From an optimization exercise on the open Yosys and OpenROAD flow, aimed at small area; shortcuts taken in it are not production practice. Function was checked by simulation only, so behaviour that the tests miss may differ from the original. No activity file was given, so power comes from the tool's default toggle rates.

Setup of v6:
==> module fetch_unit, before the edit <==
module fetch_unit #(
    parameter  int PROG_DEPTH = 64,
    localparam int PC_W       = $clog2(PROG_DEPTH)
) (
    input  logic                     clk,
    input  logic                     run,
    input  logic                     prog_we,
    input  logic [PC_W-1:0]          prog_addr,
    input  logic [31:0]              prog_wdata,
    input  logic [PC_W-1:0]          pc,
    output logic [cpu_pkg::ENC_W-1:0] word
);
    logic [cpu_pkg::ENC_W-1:0] enc;
    logic [PROG_DEPTH-1:0]     sel;        
    logic [PROG_DEPTH-1:0]     row_set;    
    logic [PROG_DEPTH-1:0]     row_keep;   
    logic [7:0]                rd_lo, rd_hi, wr_lo, wr_hi;
    assign enc = cpu_pkg::encode(prog_wdata);
    always_comb begin
        for (int i = 0; i < 8; i++) begin
            rd_lo[i] = (pc[2:0] == 3'(i));
            rd_hi[i] = (pc[5:3] == 3'(i));
            wr_lo[i] = prog_we & ~run & (prog_addr[2:0] == 3'(i));
            wr_hi[i] = (prog_addr[5:3] == 3'(i));
        end
    end
    for (genvar i = 0; i < PROG_DEPTH; i++) begin : g_row
        logic [cpu_pkg::ENC_W-1:0] q, d;
        and2_drv  u_rd  (.a(rd_lo[i % 8]), .b(rd_hi[i / 8]), .y(sel[i]));
        and2_drv  u_set (.a(wr_lo[i % 8]), .b(wr_hi[i / 8]), .y(row_set[i]));
        nand2_drv u_kp  (.a(wr_lo[i % 8]), .b(wr_hi[i / 8]), .y(row_keep[i]));
        for (genvar b = 0; b < cpu_pkg::ENC_W; b++) begin : g_b
            hold_next u_h (.q(q[b]), .keep(row_keep[i]), .set(row_set[i]), .d(enc[b]), .y(d[b]));
        end
        always_ff @(posedge clk) begin
            q <= d;
        end
    end
    for (genvar b = 0; b < cpu_pkg::ENC_W; b++) begin : g_bit
        logic [PROG_DEPTH-1:0] col;
        for (genvar i = 0; i < PROG_DEPTH; i++) begin : g_w
            assign col[i] = g_row[i].q[b];
        end
        onehot_mux64 u_mux (.sel(sel), .d(col), .y(word[b]));
    end
endmodule
==> module nand2_drv, before the edit <==
module nand2_drv (
    input  logic a,
    input  logic b,
    output logic y
);
    assign y = ~(a & b);
endmodule
==> module hold_next, before the edit <==
module hold_next (
    input  logic q,
    input  logic keep,
    input  logic set,
    input  logic d,
    output logic y
);
    assign y = (q & keep) | (set & d);
endmodule
==> module reg_file, before the edit <==
module reg_file (
    input  logic                          clk,
    input  logic                          rst_n,
    input  logic [cpu_pkg::REG_IDX_W-1:0] x_sel,
    input  logic                          x_en,      
    input  logic [cpu_pkg::REG_IDX_W-1:0] y_sel,
    input  logic [cpu_pkg::REG_IDX_W-1:0] w_sel,
    input  logic                          we,
    input  logic [cpu_pkg::DATA_W-1:0]    wdata,
    output logic [cpu_pkg::DATA_W-1:0]    x_data,
    output logic [cpu_pkg::DATA_W-1:0]    y_data
);
    logic [cpu_pkg::NUM_REGS-1:0] valid;
    logic [cpu_pkg::NUM_REGS-1:0] xs, ys;
    logic [cpu_pkg::NUM_REGS-1:0] wsel;
    always_ff @(posedge clk or negedge rst_n) begin
        if (!rst_n) begin
            valid <= '0;
        end else if (we) begin
            valid[w_sel] <= 1'b1;
        end
    end
    for (genvar i = 0; i < cpu_pkg::NUM_REGS; i++) begin : g_reg
        logic [cpu_pkg::DATA_W-1:0] q, d;
        assign wsel[i] = we & (w_sel == 3'(i));
        for (genvar b = 0; b < cpu_pkg::DATA_W; b++) begin : g_b
            hold_next u_h (.q(q[b]), .keep(~wsel[i]), .set(wsel[i]), .d(wdata[b]), .y(d[b]));
        end
        always_ff @(posedge clk) begin
            q <= d;
        end
    end
    always_comb begin
        for (int i = 0; i < cpu_pkg::NUM_REGS; i++) begin
            xs[i] = x_en & valid[i] & (x_sel == 3'(i));
            ys[i] = valid[i] & (y_sel == 3'(i));
        end
    end
    for (genvar b = 0; b < cpu_pkg::DATA_W; b++) begin : g_bit
        logic [cpu_pkg::NUM_REGS-1:0] col;
        for (genvar i = 0; i < cpu_pkg::NUM_REGS; i++) begin : g_r
            assign col[i] = g_reg[i].q[b];
        end
        onehot_mux8 u_x (.sel(xs), .d(col), .y(x_data[b]));
        onehot_mux8 u_y (.sel(ys), .d(col), .y(y_data[b]));
    end
endmodule
export LEC_CHECK = 0
export CAP_MARGIN = 20
export CORE_MARGIN = 2
export CORE_UTILIZATION = 45
export CTS_CLUSTER_DIAMETER = 60
export CTS_CLUSTER_SIZE = 30
export PLACE_DENSITY = 0.6
export SLEW_MARGIN = 20
export SYNTH_HIERARCHICAL = 1
create_clock -name core_clock -period 12.0 [get_ports {clk}]
standard.sh (not shown) runs the stock make flow with config.mk's settings and CLKGATE_MAP_FILE= SYNTH_SCRIPT=/design/flow/synth_recipe.tcl, a recipe that flattens the netlist after the stock synthesis.
==> flow/flow/run.sh <==
#!/bin/bash
set -euo pipefail
export CTS_ARGS="-sink_clustering_enable -repair_clock_nets -dont_use_dummy_load -sink_clustering_size 30 -sink_clustering_max_diameter 60"
export BUFFER_PORTS_ARGS="-buffer_cell sky130_fd_sc_hd__buf_2"
bash standard.sh > standard.log 2>&1
What v7 does differently from v6 at the input level:
diff --git a/flow/design.v b/flow/design.v
--- a/flow/design.v
+++ b/flow/design.v
@@ -136,10 +136,10 @@
     input  logic [PC_W-1:0]          pc,
     output logic [cpu_pkg::ENC_W-1:0] word
 );
+    logic [cpu_pkg::ENC_W-1:0] prog_mem [PROG_DEPTH];
     logic [cpu_pkg::ENC_W-1:0] enc;
     logic [PROG_DEPTH-1:0]     sel;        
-    logic [PROG_DEPTH-1:0]     row_set;    
-    logic [PROG_DEPTH-1:0]     row_keep;   
+    logic [PROG_DEPTH-1:0]     row_we;     
     logic [7:0]                rd_lo, rd_hi, wr_lo, wr_hi;
     assign enc = cpu_pkg::encode(prog_wdata);
     always_comb begin
@@ -151,21 +151,18 @@
         end
     end
     for (genvar i = 0; i < PROG_DEPTH; i++) begin : g_row
-        logic [cpu_pkg::ENC_W-1:0] q, d;
-        and2_drv  u_rd  (.a(rd_lo[i % 8]), .b(rd_hi[i / 8]), .y(sel[i]));
-        and2_drv  u_set (.a(wr_lo[i % 8]), .b(wr_hi[i / 8]), .y(row_set[i]));
-        nand2_drv u_kp  (.a(wr_lo[i % 8]), .b(wr_hi[i / 8]), .y(row_keep[i]));
-        for (genvar b = 0; b < cpu_pkg::ENC_W; b++) begin : g_b
-            hold_next u_h (.q(q[b]), .keep(row_keep[i]), .set(row_set[i]), .d(enc[b]), .y(d[b]));
-        end
+        and2_drv u_rd (.a(rd_lo[i % 8]), .b(rd_hi[i / 8]), .y(sel[i]));
+        and2_drv u_wr (.a(wr_lo[i % 8]), .b(wr_hi[i / 8]), .y(row_we[i]));
         always_ff @(posedge clk) begin
-            q <= d;
+            if (row_we[i]) begin
+                prog_mem[i] <= enc;
+            end
         end
     end
     for (genvar b = 0; b < cpu_pkg::ENC_W; b++) begin : g_bit
         logic [PROG_DEPTH-1:0] col;
         for (genvar i = 0; i < PROG_DEPTH; i++) begin : g_w
-            assign col[i] = g_row[i].q[b];
+            assign col[i] = prog_mem[i][b];
         end
         onehot_mux64 u_mux (.sel(sel), .d(col), .y(word[b]));
     end
@@ -207,22 +204,6 @@
 );
     assign y = a & b;
 endmodule
-module nand2_drv (
-    input  logic a,
-    input  logic b,
-    output logic y
-);
-    assign y = ~(a & b);
-endmodule
-module hold_next (
-    input  logic q,
-    input  logic keep,
-    input  logic set,
-    input  logic d,
-    output logic y
-);
-    assign y = (q & keep) | (set & d);
-endmodule
 module reg_file (
     input  logic                          clk,
     input  logic                          rst_n,
@@ -235,9 +216,9 @@
     output logic [cpu_pkg::DATA_W-1:0]    x_data,
     output logic [cpu_pkg::DATA_W-1:0]    y_data
 );
+    logic [cpu_pkg::DATA_W-1:0]   regs [cpu_pkg::NUM_REGS];
     logic [cpu_pkg::NUM_REGS-1:0] valid;
     logic [cpu_pkg::NUM_REGS-1:0] xs, ys;
-    logic [cpu_pkg::NUM_REGS-1:0] wsel;
     always_ff @(posedge clk or negedge rst_n) begin
         if (!rst_n) begin
             valid <= '0;
@@ -245,14 +226,9 @@
             valid[w_sel] <= 1'b1;
         end
     end
-    for (genvar i = 0; i < cpu_pkg::NUM_REGS; i++) begin : g_reg
-        logic [cpu_pkg::DATA_W-1:0] q, d;
-        assign wsel[i] = we & (w_sel == 3'(i));
-        for (genvar b = 0; b < cpu_pkg::DATA_W; b++) begin : g_b
-            hold_next u_h (.q(q[b]), .keep(~wsel[i]), .set(wsel[i]), .d(wdata[b]), .y(d[b]));
-        end
-        always_ff @(posedge clk) begin
-            q <= d;
+    always_ff @(posedge clk) begin
+        if (we) begin
+            regs[w_sel] <= wdata;
         end
     end
     always_comb begin
@@ -264,7 +240,7 @@
     for (genvar b = 0; b < cpu_pkg::DATA_W; b++) begin : g_bit
         logic [cpu_pkg::NUM_REGS-1:0] col;
         for (genvar i = 0; i < cpu_pkg::NUM_REGS; i++) begin : g_r
-            assign col[i] = g_reg[i].q[b];
+            assign col[i] = regs[i][b];
         end
         onehot_mux8 u_x (.sel(xs), .d(col), .y(x_data[b]));
         onehot_mux8 u_y (.sel(ys), .d(col), .y(y_data[b]));
[summary]
Compared with v6, in v7 hold slack now larger; quantity of gates resized following cts decreased by 3 relative to the old numbers; power dissipated by switching net loads up 47%; clock share of power has decreased.
v7 vs v6: part of the Yosys area used for sequential elements up in v7
v7 went all the way through the flow, and no timing, DRC or antenna check failed.
v7 vs. v6: sequential share of layout area up 23 points, worst reg-to-reg setup slack went up by 0.31 ns, synthesized cell count went down.
Between v7 and v6, it is v7 whose utilization is lower, by 0.24 points.
Row multi-input logic cell count: v7 lower / v6 higher
Total wire length down 22% in v7 wrt v6
Run comparison: v6 most frequent standard cell in the layout excluding fill and tap cells a22o_1; v7 most frequent standard cell in the layout excluding fill and tap cells edfxtp_1
The highest clock rate of v7 is higher than that of v6.
On multi-input combinational cell area, the lower figure sits with v7, not v6.
Area fraction in and, or, nand and nor cells after synthesis for v7: 0.42 points down relative to v6

## static timing again, ports no longer ideal
The results above use ideal ports. As a check the final layouts listed here were re-extracted and re-timed, cells and wires unchanged.
Step 1 (the two cells are an assumption about what drives the block):
set clk [get_ports {clk}]
set_driving_cell -lib_cell sky130_fd_sc_hd__clkbuf_16 $clk
set_driving_cell -lib_cell sky130_fd_sc_hd__buf_2 [delete_from_list [all_inputs] $clk]
Step 2 adds t to the input delays and takes it off the output delays; t is the mean of the earliest and latest rising clock arrival at the registers after step 1. Input paths then give back, and output paths get back, about the clock's delay inside the block.
Three values: no drivers, after step 1, after step 2; two values: the first two.
run | t, ns | setup WS [ns] | worst setup path at the end | worst data-port slew with drivers (ns)
v6 | 0.814 | 0.182 / 0.094 / 0.908 | register to output | 0.04
v7 | 0.800 | 0.392 / 0.309 / 1.109 | register to output | 0.17
After both steps every run listed still meets setup and hold.
